Context: an optimization exercise on an open-source flow, tuned for small area and few clock cycles per item. The choices shown serve that exercise and are no tape-out recipe.
At most, simulation tests tie the RTL to the original design; equivalence was not proved.
Only the layout flow was run in run 1; the RTL was not checked for function there.

## flow/design.v (module list and top-level ports; edited modules follow where they fit)
// module fp_mult_pipe: 1668 lines
module fp_mult_pipe #(
    parameter int EXP_W = 8,
    parameter int MAN_W = 23
) (
    input  logic                 clk,
    input  logic                 rst,
    input  logic                 in_valid,
    output logic                 in_ready,
    input  logic [EXP_W+MAN_W:0] a,
    input  logic [EXP_W+MAN_W:0] b,
    input  logic [2:0]           rnd,
    output logic                 out_valid,
    input  logic                 out_ready,
    output logic [EXP_W+MAN_W:0] z,
    output logic [7:0]           status
);
  // ...
==> flow/flow/run.sh <==
#!/bin/bash
# The standard layout (standard.sh: the standard flow's synthesis and ORFS flow), with every
# input and output port buffered by a plain buf_1 instead of the default port
# buffer cell. The make output is kept in flow_make.log; each ORFS step writes
# its own log under orfs/logs/.
set -euo pipefail
export BUFFER_PORTS_ARGS="-buffer_cell sky130_fd_sc_hd__buf_1"
bash standard.sh finish > flow_make.log 2>&1
==> flow/standard.sh <==
#!/bin/bash
# synth_recipe.tcl (not shown) runs the flow's synth.tcl, then flattens the netlist and writes it again
# the make line also repeats each setting of config.mk as NAME=value (left out here)
make -C /OpenROAD-flow-scripts/flow DESIGN_CONFIG=/design/flow/config.mk WORK_HOME=/design/flow/orfs CLKGATE_MAP_FILE= SYNTH_SCRIPT=/design/flow/synth_recipe.tcl "${@:-finish}"
==> flow/config.mk <==
export PLATFORM = sky130hd
export DESIGN_NAME = fp_mult_pipe
export DESIGN_NICKNAME = fp_mult_pipe
export VERILOG_FILES = /design/flow/design.v
export SDC_FILE = /design/flow/constraint.sdc
export NUM_CORES = 4
export LEC_CHECK = 0
export ABC_AREA = 1
export CAP_MARGIN = 20
export CORE_MARGIN = 2
export CORE_UTILIZATION = 40
export SLEW_MARGIN = 20
==> flow/constraint.sdc <==
create_clock -name core_clock -period 7.5 [get_ports {clk}]
set_input_delay 1.5000 -clock core_clock [delete_from_list [all_inputs] [get_ports {clk}]]
set_output_delay 1.5000 -clock core_clock [all_outputs]
set_load 0.01 [all_outputs]
==> notes.md, run 1 <==
status timing/DRC/antenna clean; met1 GRT Util 36.5%; Hold EP v_r$_SDFFE_PP0N_; Worst-Skew Late Latency 290 ps; met2 WL post-DR 24.8 mm; final net count roughly 2800; DRT antenna net count 0; routed wire length per instance 19.8 microns; final std cells w/o fill roughly 2900; critical hold path startpoint v_r$_SDFFE_PP0N_; DP Worst Slack -362 ps; CTS Buffer Depth 2; Worst Tran Pin Value around 980 ps; Synth Flop Type edfxtp_1; Vert. Die Dim approximately 210 microns; layout cells sized above 1 between 10 and 15%; Iter 0 DRT Violations 1406; WL met3 4.82 mm; crit start category input pin; Async SR Flop Fraction 0%; DR vias ~16000; Largest register FFs 26; final-layout non-clock buffer area share about 11%; placed cell count between 2000 and 3000; inverters 390; post-synthesis xor/xnor area fraction between 10% and 20%; Mapped Area 0.0171 sq mm; RSZ-0062 raised after global routing true; Max-Cap Viols 0; dpl hpwl 47.0 mm; largest register by flop count prod_r
==> run 2, diff against run 1 <==
--- a/flow/design.v
+++ b/flow/design.v
@@ -1481,119 +1481,179 @@
     assign ad_G33 = ad_g44 | (ad_p44 & ad_g43);
     logic ad_P33;
     assign ad_P33 = ad_p44 & ad_p43;
     logic ad_G34;
     assign ad_G34 = ad_g46 | (ad_p46 & ad_g45);
     logic ad_P34;
     assign ad_P34 = ad_p46 & ad_p45;
     logic ad_G35;
-    assign ad_G35 = ad_G23 | (ad_P23 & ad_G22);
+    assign ad_G35 = ad_g23 | (ad_p23 & ad_G22);
     logic ad_G36;
-    assign ad_G36 = ad_G25 | (ad_P25 & ad_G24);
-    logic ad_P36;
-    assign ad_P36 = ad_P25 & ad_P24;
+    assign ad_G36 = ad_G23 | (ad_P23 & ad_G22);
     logic ad_G37;
-    assign ad_G37 = ad_G27 | (ad_P27 & ad_G26);
+    assign ad_G37 = ad_g27 | (ad_p27 & ad_G24);
     logic ad_P37;
-    assign ad_P37 = ad_P27 & ad_P26;
+    assign ad_P37 = ad_p27 & ad_P24;
     logic ad_G38;
-    assign ad_G38 = ad_G29 | (ad_P29 & ad_G28);
+    assign ad_G38 = ad_G25 | (ad_P25 & ad_G24);
     logic ad_P38;
-    assign ad_P38 = ad_P29 & ad_P28;
+    assign ad_P38 = ad_P25 & ad_P24;
     logic ad_G39;
-    assign ad_G39 = ad_G31 | (ad_P31 & ad_G30);
+    assign ad_G39 = ad_g31 | (ad_p31 & ad_G26);
     logic ad_P39;
-    assign ad_P39 = ad_P31 & ad_P30;
+    assign ad_P39 = ad_p31 & ad_P26;
     logic ad_G40;
-    assign ad_G40 = ad_G33 | (ad_P33 & ad_G32);
+    assign ad_G40 = ad_G27 | (ad_P27 & ad_G26);
     logic ad_P40;
-    assign ad_P40 = ad_P33 & ad_P32;
+    assign ad_P40 = ad_P27 & ad_P26;
     logic ad_G41;
-    assign ad_G41 = ad_G36 | (ad_P36 & ad_G35);
+    assign ad_G41 = ad_g35 | (ad_p35 & ad_G28);
+    logic ad_P41;
+    assign ad_P41 = ad_p35 & ad_P28;
     logic ad_G42;
-    assign ad_G42 = ad_G38 | (ad_P38 & ad_G37);
+    assign ad_G42 = ad_G29 | (ad_P29 & ad_G28);
     logic ad_P42;
-    assign ad_P42 = ad_P38 & ad_P37;
+    assign ad_P42 = ad_P29 & ad_P28;
     logic ad_G43;
-    assign ad_G43 = ad_G40 | (ad_P40 & ad_G39);
+    assign ad_G43 = ad_g39 | (ad_p39 & ad_G30);
     logic ad_P43;
-    assign ad_P43 = ad_P40 & ad_P39;
+    assign ad_P43 = ad_p39 & ad_P30;
     logic ad_G44;
-    assign ad_G44 = ad_G42 | (ad_P42 & ad_G41);
+    assign ad_G44 = ad_G31 | (ad_P31 & ad_G30);
+    logic ad_P44;
+    assign ad_P44 = ad_P31 & ad_P30;
     logic ad_G45;
-    assign ad_G45 = ad_G43 | (ad_P43 & ad_G44);
+    assign ad_G45 = ad_g43 | (ad_p43 & ad_G32);
+    logic ad_P45;
+    assign ad_P45 = ad_p43 & ad_P32;
     logic ad_G46;
-    assign ad_G46 = ad_G37 | (ad_P37 & ad_G41);
+    assign ad_G46 = ad_G33 | (ad_P33 & ad_G32);
+    logic ad_P46;
+    assign ad_P46 = ad_P33 & ad_P32;
     logic ad_G47;
-    assign ad_G47 = ad_G39 | (ad_P39 & ad_G44);
+    assign ad_G47 = ad_g47 | (ad_p47 & ad_G34);
+    logic ad_P47;
+    assign ad_P47 = ad_p47 & ad_P34;
     logic ad_G48;
-    assign ad_G48 = ad_G24 | (ad_P24 & ad_G35);
+    assign ad_G48 = ad_g25 | (ad_p25 & ad_G36);
     logic ad_G49;
-    assign ad_G49 = ad_G26 | (ad_P26 & ad_G41);
+    assign ad_G49 = ad_G24 | (ad_P24 & ad_G36);
     logic ad_G50;
-    assign ad_G50 = ad_G28 | (ad_P28 & ad_G46);
+    assign ad_G50 = ad_G37 | (ad_P37 & ad_G36);
     logic ad_G51;
-    assign ad_G51 = ad_G30 | (ad_P30 & ad_G44);
+    assign ad_G51 = ad_G38 | (ad_P38 & ad_G36);
     logic ad_G52;
-    assign ad_G52 = ad_G32 | (ad_P32 & ad_G47);
+    assign ad_G52 = ad_g33 | (ad_p33 & ad_G40);
+    logic ad_P52;
+    assign ad_P52 = ad_p33 & ad_P40;
     logic ad_G53;
-    assign ad_G53 = ad_G34 | (ad_P34 & ad_G45);
+    assign ad_G53 = ad_G28 | (ad_P28 & ad_G40);
+    logic ad_P53;
+    assign ad_P53 = ad_P28 & ad_P40;
     logic ad_G54;
-    assign ad_G54 = ad_g23 | (ad_p23 & ad_G22);
+    assign ad_G54 = ad_G41 | (ad_P41 & ad_G40);
+    logic ad_P54;
+    assign ad_P54 = ad_P41 & ad_P40;
     logic ad_G55;
-    assign ad_G55 = ad_g25 | (ad_p25 & ad_G35);
+    assign ad_G55 = ad_G42 | (ad_P42 & ad_G40);
+    logic ad_P55;
+    assign ad_P55 = ad_P42 & ad_P40;
     logic ad_G56;
-    assign ad_G56 = ad_g27 | (ad_p27 & ad_G48);
+    assign ad_G56 = ad_g41 | (ad_p41 & ad_G44);
+    logic ad_P56;
+    assign ad_P56 = ad_p41 & ad_P44;
     logic ad_G57;
-    assign ad_G57 = ad_g29 | (ad_p29 & ad_G41);
+    assign ad_G57 = ad_G32 | (ad_P32 & ad_G44);
+    logic ad_P57;
+    assign ad_P57 = ad_P32 & ad_P44;
     logic ad_G58;
-    assign ad_G58 = ad_g31 | (ad_p31 & ad_G49);
+    assign ad_G58 = ad_G45 | (ad_P45 & ad_G44);
+    logic ad_P58;
+    assign ad_P58 = ad_P45 & ad_P44;
     logic ad_G59;
-    assign ad_G59 = ad_g33 | (ad_p33 & ad_G46);
+    assign ad_G59 = ad_G46 | (ad_P46 & ad_G44);
+    logic ad_P59;
+    assign ad_P59 = ad_P46 & ad_P44;
     logic ad_G60;
-    assign ad_G60 = ad_g35 | (ad_p35 & ad_G50);
+    assign ad_G60 = ad_g29 | (ad_p29 & ad_G51);
     logic ad_G61;
-    assign ad_G61 = ad_g37 | (ad_p37 & ad_G44);
+    assign ad_G61 = ad_G26 | (ad_P26 & ad_G51);
     logic ad_G62;
-    assign ad_G62 = ad_g39 | (ad_p39 & ad_G51);
+    assign ad_G62 = ad_G39 | (ad_P39 & ad_G51);
     logic ad_G63;
-    assign ad_G63 = ad_g41 | (ad_p41 & ad_G47);
+    assign ad_G63 = ad_G40 | (ad_P40 & ad_G51);
     logic ad_G64;
-    assign ad_G64 = ad_g43 | (ad_p43 & ad_G52);
+    assign ad_G64 = ad_G52 | (ad_P52 & ad_G51);
     logic ad_G65;
-    assign ad_G65 = ad_g45 | (ad_p45 & ad_G45);
+    assign ad_G65 = ad_G53 | (ad_P53 & ad_G51);
     logic ad_G66;
-    assign ad_G66 = ad_g47 | (ad_p47 & ad_G53);
+    assign ad_G66 = ad_G54 | (ad_P54 & ad_G51);
+    logic ad_G67;
+    assign ad_G67 = ad_G55 | (ad_P55 & ad_G51);
+    logic ad_G68;
+    assign ad_G68 = ad_g45 | (ad_p45 & ad_G59);
+    logic ad_P68;
+    assign ad_P68 = ad_p45 & ad_P59;
+    logic ad_G69;
+    assign ad_G69 = ad_G34 | (ad_P34 & ad_G59);
+    logic ad_P69;
+    assign ad_P69 = ad_P34 & ad_P59;
+    logic ad_G70;
+    assign ad_G70 = ad_G47 | (ad_P47 & ad_G59);
+    logic ad_P70;
+    assign ad_P70 = ad_P47 & ad_P59;
+    logic ad_G71;
+    assign ad_G71 = ad_g37 | (ad_p37 & ad_G67);
+    logic ad_G72;
+    assign ad_G72 = ad_G30 | (ad_P30 & ad_G67);
+    logic ad_G73;
+    assign ad_G73 = ad_G43 | (ad_P43 & ad_G67);
+    logic ad_G74;
+    assign ad_G74 = ad_G44 | (ad_P44 & ad_G67);
+    logic ad_G75;
+    assign ad_G75 = ad_G56 | (ad_P56 & ad_G67);
+    logic ad_G76;
+    assign ad_G76 = ad_G57 | (ad_P57 & ad_G67);
+    logic ad_G77;
+    assign ad_G77 = ad_G58 | (ad_P58 & ad_G67);
+    logic ad_G78;
+    assign ad_G78 = ad_G59 | (ad_P59 & ad_G67);
+    logic ad_G79;
+    assign ad_G79 = ad_G68 | (ad_P68 & ad_G67);
+    logic ad_G80;
+    assign ad_G80 = ad_G69 | (ad_P69 & ad_G67);
+    logic ad_G81;
+    assign ad_G81 = ad_G70 | (ad_P70 & ad_G67);
     assign prod_hi_s[0] = ad_p22 ^ ad_G21;
     assign prod_hi_s[1] = ad_p23 ^ ad_G22;
-    assign prod_hi_s[2] = ad_p24 ^ ad_G54;
-    assign prod_hi_s[3] = ad_p25 ^ ad_G35;
-    assign prod_hi_s[4] = ad_p26 ^ ad_G55;
-    assign prod_hi_s[5] = ad_p27 ^ ad_G48;
-    assign prod_hi_s[6] = ad_p28 ^ ad_G56;
-    assign prod_hi_s[7] = ad_p29 ^ ad_G41;
-    assign prod_hi_s[8] = ad_p30 ^ ad_G57;
-    assign prod_hi_s[9] = ad_p31 ^ ad_G49;
-    assign prod_hi_s[10] = ad_p32 ^ ad_G58;
-    assign prod_hi_s[11] = ad_p33 ^ ad_G46;
-    assign prod_hi_s[12] = ad_p34 ^ ad_G59;
-    assign prod_hi_s[13] = ad_p35 ^ ad_G50;
-    assign prod_hi_s[14] = ad_p36 ^ ad_G60;
-    assign prod_hi_s[15] = ad_p37 ^ ad_G44;
-    assign prod_hi_s[16] = ad_p38 ^ ad_G61;
-    assign prod_hi_s[17] = ad_p39 ^ ad_G51;
-    assign prod_hi_s[18] = ad_p40 ^ ad_G62;
-    assign prod_hi_s[19] = ad_p41 ^ ad_G47;
-    assign prod_hi_s[20] = ad_p42 ^ ad_G63;
-    assign prod_hi_s[21] = ad_p43 ^ ad_G52;
-    assign prod_hi_s[22] = ad_p44 ^ ad_G64;
-    assign prod_hi_s[23] = ad_p45 ^ ad_G45;
-    assign prod_hi_s[24] = ad_p46 ^ ad_G65;
-    assign prod_hi_s[25] = ad_p47 ^ ad_G53;
+    assign prod_hi_s[2] = ad_p24 ^ ad_G35;
+    assign prod_hi_s[3] = ad_p25 ^ ad_G36;
+    assign prod_hi_s[4] = ad_p26 ^ ad_G48;
+    assign prod_hi_s[5] = ad_p27 ^ ad_G49;
+    assign prod_hi_s[6] = ad_p28 ^ ad_G50;
+    assign prod_hi_s[7] = ad_p29 ^ ad_G51;
+    assign prod_hi_s[8] = ad_p30 ^ ad_G60;
+    assign prod_hi_s[9] = ad_p31 ^ ad_G61;
+    assign prod_hi_s[10] = ad_p32 ^ ad_G62;
+    assign prod_hi_s[11] = ad_p33 ^ ad_G63;
+    assign prod_hi_s[12] = ad_p34 ^ ad_G64;
+    assign prod_hi_s[13] = ad_p35 ^ ad_G65;
+    assign prod_hi_s[14] = ad_p36 ^ ad_G66;
+    assign prod_hi_s[15] = ad_p37 ^ ad_G67;
+    assign prod_hi_s[16] = ad_p38 ^ ad_G71;
+    assign prod_hi_s[17] = ad_p39 ^ ad_G72;
+    assign prod_hi_s[18] = ad_p40 ^ ad_G73;
+    assign prod_hi_s[19] = ad_p41 ^ ad_G74;
+    assign prod_hi_s[20] = ad_p42 ^ ad_G75;
+    assign prod_hi_s[21] = ad_p43 ^ ad_G76;
+    assign prod_hi_s[22] = ad_p44 ^ ad_G77;
+    assign prod_hi_s[23] = ad_p45 ^ ad_G78;
+    assign prod_hi_s[24] = ad_p46 ^ ad_G79;
+    assign prod_hi_s[25] = ad_p47 ^ ad_G80;
     logic        sign_r;
     logic [1:0]  sp_r, rc_r;
     logic [8:0]  esum_r;
     logic [25:0] prod_r;         
     logic        low_r;          
     always_ff @(posedge clk) begin
         if (adv_s) begin
             sign_r <= sign_s;
==> flow/config.mk (replaced) <==
export PLATFORM = sky130hd
export DESIGN_NAME = fp_mult_pipe
export DESIGN_NICKNAME = fp_mult_pipe
export VERILOG_FILES = /design/flow/design.v
export SDC_FILE = /design/flow/constraint.sdc
export NUM_CORES = 4
export LEC_CHECK = 0
export ABC_AREA = 1
export CAP_MARGIN = 20
export CORE_MARGIN = 2
export CORE_UTILIZATION = 60
export CTS_BUF_LIST = sky130_fd_sc_hd__clkbuf_4 sky130_fd_sc_hd__clkbuf_8
export SLEW_MARGIN = 20
==> run 2 against run 1 <==
Effect of this change:
- still clean on timing, DRC and antenna
- sequential cell count stayed put
- cell area decreased by 2.4%
- global-route usage rose by 10 points
- area after synthesis up 2.9%
- clock skew grew 1.1 ps
- register-to-register slack worse by 20 ps
- maximum frequency grew 0.31%
- highest routed layer unchanged
==> notes.md, run 2 <==
status timing/DRC/antenna clean (unchanged); full die area 0.0307 sq mm (was 0.0443 sq mm); mean area per synthesized cell 8.07 sq um (was 8.12 sq um); final std cells w/o fill 2699 (was 2853); largest register by flop count prod_r (unchanged); crit path capture type flip-flop (unchanged); hold buffer count at cts 0 (unchanged); Iter 0 DRT Violations 1535 (was 1406); count of cell types in the netlist 52 (was 48); final period utilization 96.7% (was 97.0%); top cell type's share of synthesized area 28.8% (was 30.6%); Fmax achieved 138 MHz (was 137 MHz); final net count 2761 (was 2769); Mapped Area 0.0176 sq mm (was 0.0171 sq mm); Area Overhead vs Synth 9.71% (was 15.7%); largest net degree at the start of global routing 43 (unchanged); layout cells sized above 1 12.4% (was 14.6%); CTS tree built (unchanged); Vias per Instance 5.84 (was 5.48); vias in the first global route 15500 (was 15400); final setup TNS 0 ps (unchanged); number of synthesized flops with an enable pin 41 (unchanged); maximum fanout along the worst path 6 (was 4); most frequent cell after synthesis inv_1 (unchanged); final setup fails 0 (unchanged); worst relative slew slack 22.3% (was 34.3%); Synth Flop Type edfxtp_1 (unchanged); Vert. Die Dim 175 microns (was 211 microns); routed wire length per instance 20.4 microns (was 19.8 microns); Synth Warn # 1 (unchanged); I/O Buffers 110 (unchanged); final WL 54.9 mm (was 56.5 mm); crit start category input pin (unchanged); row count 62 (was 75); All-Layer GR Usage 35.9% (was 25.5%); Mapped Cells 2177 (was 2102); Hold WC Path Type flip-flop to flip-flop (unchanged); H-tree levels 2 (unchanged); CP arrival 7440 ps (was 7310 ps); Slew Limit Fails 0 (unchanged); initial antenna violation count 1 (was 0); most frequent cells in the layout inv_1, xor2_1, o22ai_1 (unchanged); Die Wd 175 microns (was 211 microns); post-route setup slack 245 ps (was 222 ps); CTS Buf Count 5 (unchanged); Data required, critical path 7690 ps (was 7540 ps); final hold vios 0 (unchanged); clock tree root buffer cell clkbuf_8 (was clkbuf_16); GRT overflow 0 (unchanged); First-pass DRT Iterations 6 (was 5); Largest register FFs 26 (unchanged); final instance area 0.0193 sq mm (was 0.0197 sq mm); Largest regs prod_r x26, esum_r x9 (unchanged); DR vias 15800 (was 15600); CTS Buffer Depth 2 (unchanged); gp weighted congestion 0.986 (was 0.953); post-layout util 67.0% (was 47.0%); min Tclk post-route 7260 ps (was 7280 ps); Synth area leader fa_1 (unchanged); CP Class input pin to flip-flop (unchanged); DP Worst Slack -225 ps (was -362 ps); #FFs+latches synth 42 (unchanged); Residual DRC 0 (unchanged); DRT antenna net count 0 (unchanged); CTS Sinks 42 (unchanged); first-pass GRT wire length 85.4 mm (was 87.9 mm); clk slew on worst S/H paths 90 ps (was 60 ps); most frequent cells after synthesis inv_1, xor2_1, o22ai_1, fa_1, nand2_1 (unchanged); placed cell count 2685 (was 2839); most common cell after layout, fill and taps aside inv_1 (unchanged); clock skew 7.48 ps (was 6.34 ps); dpl hpwl 45.3 mm (was 47.0 mm); Max-Cap Viols 0 (unchanged); Async SR Flop Fraction 0% (unchanged); initial core utilization 61.0% (was 40.6%); synth top area cells fa_1, xor2_1, o22ai_1 (unchanged); Worst Tran Pin Value 1150 ps (was 982 ps); core area 0.0288 sq mm (was 0.0420 sq mm); register area share after synthesis 7.12% (was 7.33%); Worst-Skew Late Latency 320 ps (was 290 ps); dpl cell area 0.0190 sq mm (was 0.0193 sq mm); io pins 113 (unchanged)
==> run 2: cell types whose count changed in the layout (fill, tap and decap cells not counted), moves of 10 or more <==
cell,delta
inv_1,+26
o21ai_0,-10
a21oi_1,-14
o21ai_1,+17
buf_4,-75
a21oi_2,+19
==> run 2: path summary, 6_finish.rpt <==
| kind | startpoint | end | slack (ps) | cells past startpoint |
|---|---|---|---|---|
| min reg2reg | v_r$_SDFFE_PP0N_ | v_r$_SDFFE_PP0N_ | 1220 | 2 |
| min | v_r$_SDFFE_PP0N_ | v_r$_SDFFE_PP0N_ | 1220 | 2 |
| max reg2reg | v_r$_SDFFE_PP0N_ | prod_r[19]$_DFFE_PN_ | 6040 | 1 |
| max | b[3] | prod_r[15]$_DFFE_PN_ | 240 | 28 |
==> run 2: worst max-delay path, stage by stage <==
cell and delay, ps:
clkbuf_2 160, nand2_1 110, inv_1 40, nor2_1 160, inv_2 90, o22ai_2 160, xor2_1 180, fa_1 490
fa_1 420, fa_1 540, fa_1 450, fa_1 550, inv_1 50, ha_1 300, a21oi_1 140, o21a_1 130
nor2_1 40, a211oi_1 220, nand2_1 170, fa_2 370, nand3_1 90, nand3_1 100, a21o_1 260, nand3_1 100
nand2_1 80, inv_1 80, fa_1 410, inv_1 60
==> run 2: through the flow <==
| stage | hold slack, ps |
|---|---|
| 6_report | 1220 |
| 5_1_grt | 1360 |
| 4_1_cts | 1240 |
| 3_5_place_dp | 1230 |
| 3_3_place_gp | 1200 |
| 2_1_floorplan | 1410 |
==> run 2: repair_timing <==
item                       in CTS  in global routing
pin swaps                       0                 12
gates cloned                    0                  2
resized for setup               1                 36
buffers inserted                0                  3
setup endpoints to repair       7                 53
==> run 2: kinds of logic (layout without fill, tap and decap cells) <==
group           count (synthesis)  count (layout)  synth area share [%]
compound gates                422             422                  15.0
buf+inv                       558             692                  12.7
fa+ha+maj                     377             377                  37.7
other cells                     1               3                0.0213
xor+xnor                      297             297                  15.0
mux                             2               2                 0.114
simple gates                  478             480                  12.4
flops                          42              42                  7.12
==> run 2: cell type report <==
| type | count | area, sq um |
|---|---|---|
| multi-input combinational | 1580 | 14200 |
| fill | 2507 | 9510 |
| timing repair buffer | 264 | 1620 |
| inverter | 420 | 1590 |
| sequential | 42 | 1250 |
| tap | 384 | 480 |
| clock buffer | 5 | 68.8 |
| clock inverter | 3 | 16.3 |
| antenna | 1 | 2.50 |
==> run 2: per-layer routing <==
layer  wire length [microns]  GRT usage [%]  share of wire, %
met2                   25400           58.5                46
met1                   22700           49.2                41
met4                    1620           10.7               2.9
met5                       0              0                 0
met3                    5240           6.31               9.5
Testbench counts of run 2, summed over its fixed seeds: cycles 12,008, items 12,000.
==> run 3, diff against run 2 <==
--- a/flow/config.mk
+++ b/flow/config.mk
@@ -8,6 +8,5 @@
 export ABC_AREA = 1
 export CAP_MARGIN = 20
 export CORE_MARGIN = 2
-export CORE_UTILIZATION = 60
-export CTS_BUF_LIST = sky130_fd_sc_hd__clkbuf_4 sky130_fd_sc_hd__clkbuf_8
+export CORE_UTILIZATION = 40
 export SLEW_MARGIN = 20
==> run 3 against run 2 <==
Effect of this change:
- routed wire length up 2.8%
- area after synthesis unchanged
- worst hold slack worse by 14 ps
- sequential cell count unchanged
- critical endpoint is now prod_r[18]$_DFFE_PN_
==> notes.md, run 3 <==
min Tclk post-route 7260 ps (about the same); Mapped Area 0.0176 sq mm (unchanged); Largest regs prod_r x26, esum_r x9 (unchanged); Crit path top cell by count nand2_1 (was fa_1); crit path capture type flip-flop (unchanged); RR Endpoint prod_r[13]$_DFFE_PN_ (was prod_r[19]$_DFFE_PN_); row count 76 (was 62); CP Class input pin to flip-flop (unchanged); Vias per Instance 5.33 (was 5.84); top cell type's share of synthesized area 28.8% (unchanged); clk slew on worst S/H paths 60 ps (was 90 ps); DRT antenna net count 0 (unchanged); final net count 2773 (was 2761); largest net degree at the start of global routing 43 (unchanged); CTS Buffer Depth 2 (unchanged); Synth area leader fa_1 (unchanged); gp weighted congestion 0.956 (was 0.986); most common cell after layout, fill and taps aside inv_1 (unchanged); Data required, critical path 7540 ps (was 7690 ps); number of synthesized flops with an enable pin 41 (unchanged); Worst Setup SP b[5] (was b[3]); initial core utilization 40.7% (was 61.0%); count of cell types in the netlist 52 (unchanged); Worst R2R Start v_r$_SDFFE_PP0N_ (unchanged); status timing/DRC/antenna clean (unchanged); most frequent cells after synthesis inv_1, xor2_1, o22ai_1, fa_1, nand2_1 (unchanged); CP arrival 7300 ps (was 7440 ps); Residual DRC 0 (unchanged); Synth Flop Type edfxtp_1 (unchanged); crit start category input pin (unchanged); layout cells sized above 1 12.9% (was 12.4%); Fmax achieved 138 MHz (about the same); CTS Sinks 42 (unchanged); Area Overhead vs Synth 12.0% (was 9.71%); Iter 0 DRT Violations 1272 (was 1535); reg-to-reg slack, setup 6050 ps (was 6040 ps); crit-path max cell delay 590 ps (was 550 ps); CTS Buf Count 5 (unchanged); routed wire length per instance 19.4 microns (was 20.4 microns); Mapped Cells 2177 (unchanged); clock tree root buffer cell clkbuf_16 (was clkbuf_8); maximum fanout along the worst path 9 (was 6); Largest register FFs 26 (unchanged); CTS tree built (unchanged); largest register by flop count prod_r (unchanged); H-tree levels 2 (unchanged); Fin Hold WS 1200 ps (was 1220 ps); Synth Warn # 1 (unchanged); mean area per synthesized cell 8.07 sq um (unchanged); critical hold path startpoint v_r$_SDFFE_PP0N_ (unchanged); Die Wd 214 microns (was 175 microns); Slew Limit Fails 0 (unchanged); slowest library cell on the worst path fa_1 (unchanged); first-pass GRT wire length 88.2 mm (was 85.4 mm); final hold vios 0 (unchanged); final period utilization 96.7% (about the same); final WL 56.5 mm (was 54.9 mm); I/O Buffers 110 (unchanged); full die area 0.0456 sq mm (was 0.0307 sq mm); final setup fails 0 (unchanged); DR vias 15500 (was 15800); GRT overflow 0 (unchanged); synth top area cells fa_1, xor2_1, o22ai_1 (unchanged); final std cells w/o fill 2913 (was 2699); Max-Cap Viols 0 (unchanged); Hold WC Path Type flip-flop to flip-flop (unchanged); most frequent cells in the layout inv_1, xor2_1, o22ai_1 (unchanged); First-pass DRT Iterations 5 (was 6); Worst-Skew Late Latency 290 ps (was 320 ps); dpl hpwl 47.3 mm (was 45.3 mm); placed cell count 2901 (was 2685); hold buffer count at cts 0 (unchanged); register area share after synthesis 7.12% (unchanged); io pins 113 (unchanged); Hold EP v_r$_SDFFE_PP0N_ (unchanged); vias in the first global route 15700 (was 15500); initial antenna violation count 3 (was 1); #FFs+latches synth 42 (unchanged); core area 0.0432 sq mm (was 0.0288 sq mm); Vert. Die Dim 214 microns (was 175 microns); R2R depth 1 (unchanged); worst relative slew slack 34.4% (was 22.3%); most frequent cell after synthesis inv_1 (unchanged); clock skew 9.50 ps (was 7.48 ps); Async SR Flop Fraction 0% (unchanged); All-Layer GR Usage 25.2% (was 35.9%); final setup TNS 0 ps (unchanged); Worst Tran Pin Value 981 ps (was 1150 ps); hold depth 2 (unchanged)
[run 3: cell counts after synthesis]
No cell type changed its count.
[run 3: routing by layer]
layer  global-route usage (%)  up-vias  share of wire [%]
met5                        0        -              0.023
met4                     9.05        2                3.9
met3                     3.50      102                7.6
met2                     41.4      618                 45
met1                     34.0     7482                 43
li1                         -     7310                  -
[run 3: worst max-delay path by stage]
stage / endpoint / slack, ps / cells after the start
finish: prod_r[18]$_DFFE_PN_ / 240 / 29
global route: prod_r[18]$_DFFE_PN_ / -20 / 29
CTS: prod_r[18]$_DFFE_PN_ / 8 / 29
detailed placement: prod_r[18]$_DFFE_PN_ / -450 / 29
global placement: prod_r[18]$_DFFE_PN_ / -250 / 29
floorplan: prod_r[15]$_DFFE_PN_ / 30 / 27
[run 3: what timing repair did]
action,4_1_cts,5_1_grt
endpoints found under the setup margin,13,51
gates resized for setup,2,30
buffers inserted,0,2
pin swaps,0,9
[run 3: logic make-up (layout without fill, tap and decap cells)]
| logic type | Yosys count | count (layout) | share of synthesized area (%) |
|---|---|---|---|
| buf+inv | 558 | 706 | 12.7 |
| simple gates | 478 | 478 | 12.4 |
| compound gates | 422 | 422 | 15.0 |
| fa+ha+maj | 377 | 377 | 37.7 |
| xor+xnor | 297 | 297 | 15.0 |
| flops | 42 | 42 | 7.12 |
| mux | 2 | 2 | 0.114 |
| other cells | 1 | 4 | 0.0213 |
[run 3: per-stage QoR]
stage | instance area [sq um] | utilization (%) | worst slack (ps)
5_1_grt | 19700 | 45.6 | -18.8
4_1_cts | 19500 | 45.3 | 7.93
3_3_place_gp | 19400 | 44.9 | -247
2_1_floorplan | 17600 | - | 29.9
3_5_place_dp | 19400 | 44.9 | -446
6_report | 19700 | 45.6 | 245
[run 3: area by class of cell]
| type | instances | area [sq um] |
|---|---|---|
| antenna | 2 | 5.00 |
| multi-input combinational | 1578 | 14200 |
| clock buffer | 6 | 129 |
| sequential | 42 | 1250 |
| inverter | 420 | 1580 |
| timing repair buffer | 278 | 1750 |
| fill | 4340 | 23500 |
| tap | 585 | 732 |
| clock inverter | 2 | 37.5 |
[run 3: worst max-delay path, delay by kind of cell]
family	cells	cell delay, ps
xor+xnor	1	180
buf+inv	5	700
fa+ha+maj	6	2660
simple gates	12	1390
compound gates	5	850

## separate check: timing with driven ports
Ports are ideal in the flow. The routed layouts listed here were re-timed in OpenROAD. Step 1 assumes that a clkbuf_16 drives the clock port and a buf_2 every other input. Step 2, shift: input delay + t, output delay - t, t = (earliest + latest rising clock arrival at the registers) / 2. This alone moves slack from input paths to output paths. Three values: no drivers, after step 1, after step 2; two values: the first two.
| run | shift t [ns] | setup WS [ns] | hold slack, ns | worst setup path at the end | cell pins on the clock port's net |
|---|---|---|---|---|---|
| run 1 | 0.326 | 0.222 / 0.236 / -0.090 | 1.232 / 1.232 / 1.232 | input to register | 1 |
| run 2 | 0.355 | 0.245 / 0.242 / -0.113 | 1.215 / 1.215 / 1.215 | input to register | 1 |
| run 3 | 0.325 | 0.245 / 0.213 / -0.112 | 1.202 / 1.202 / 1.202 | input to register | 1 |
With both steps, setup timing fails in every run listed, where it was met with ideal ports. For run 2, which loses most, drivers alone change the setup slack by -0.003 ns; drivers and shift together by -0.358 ns.
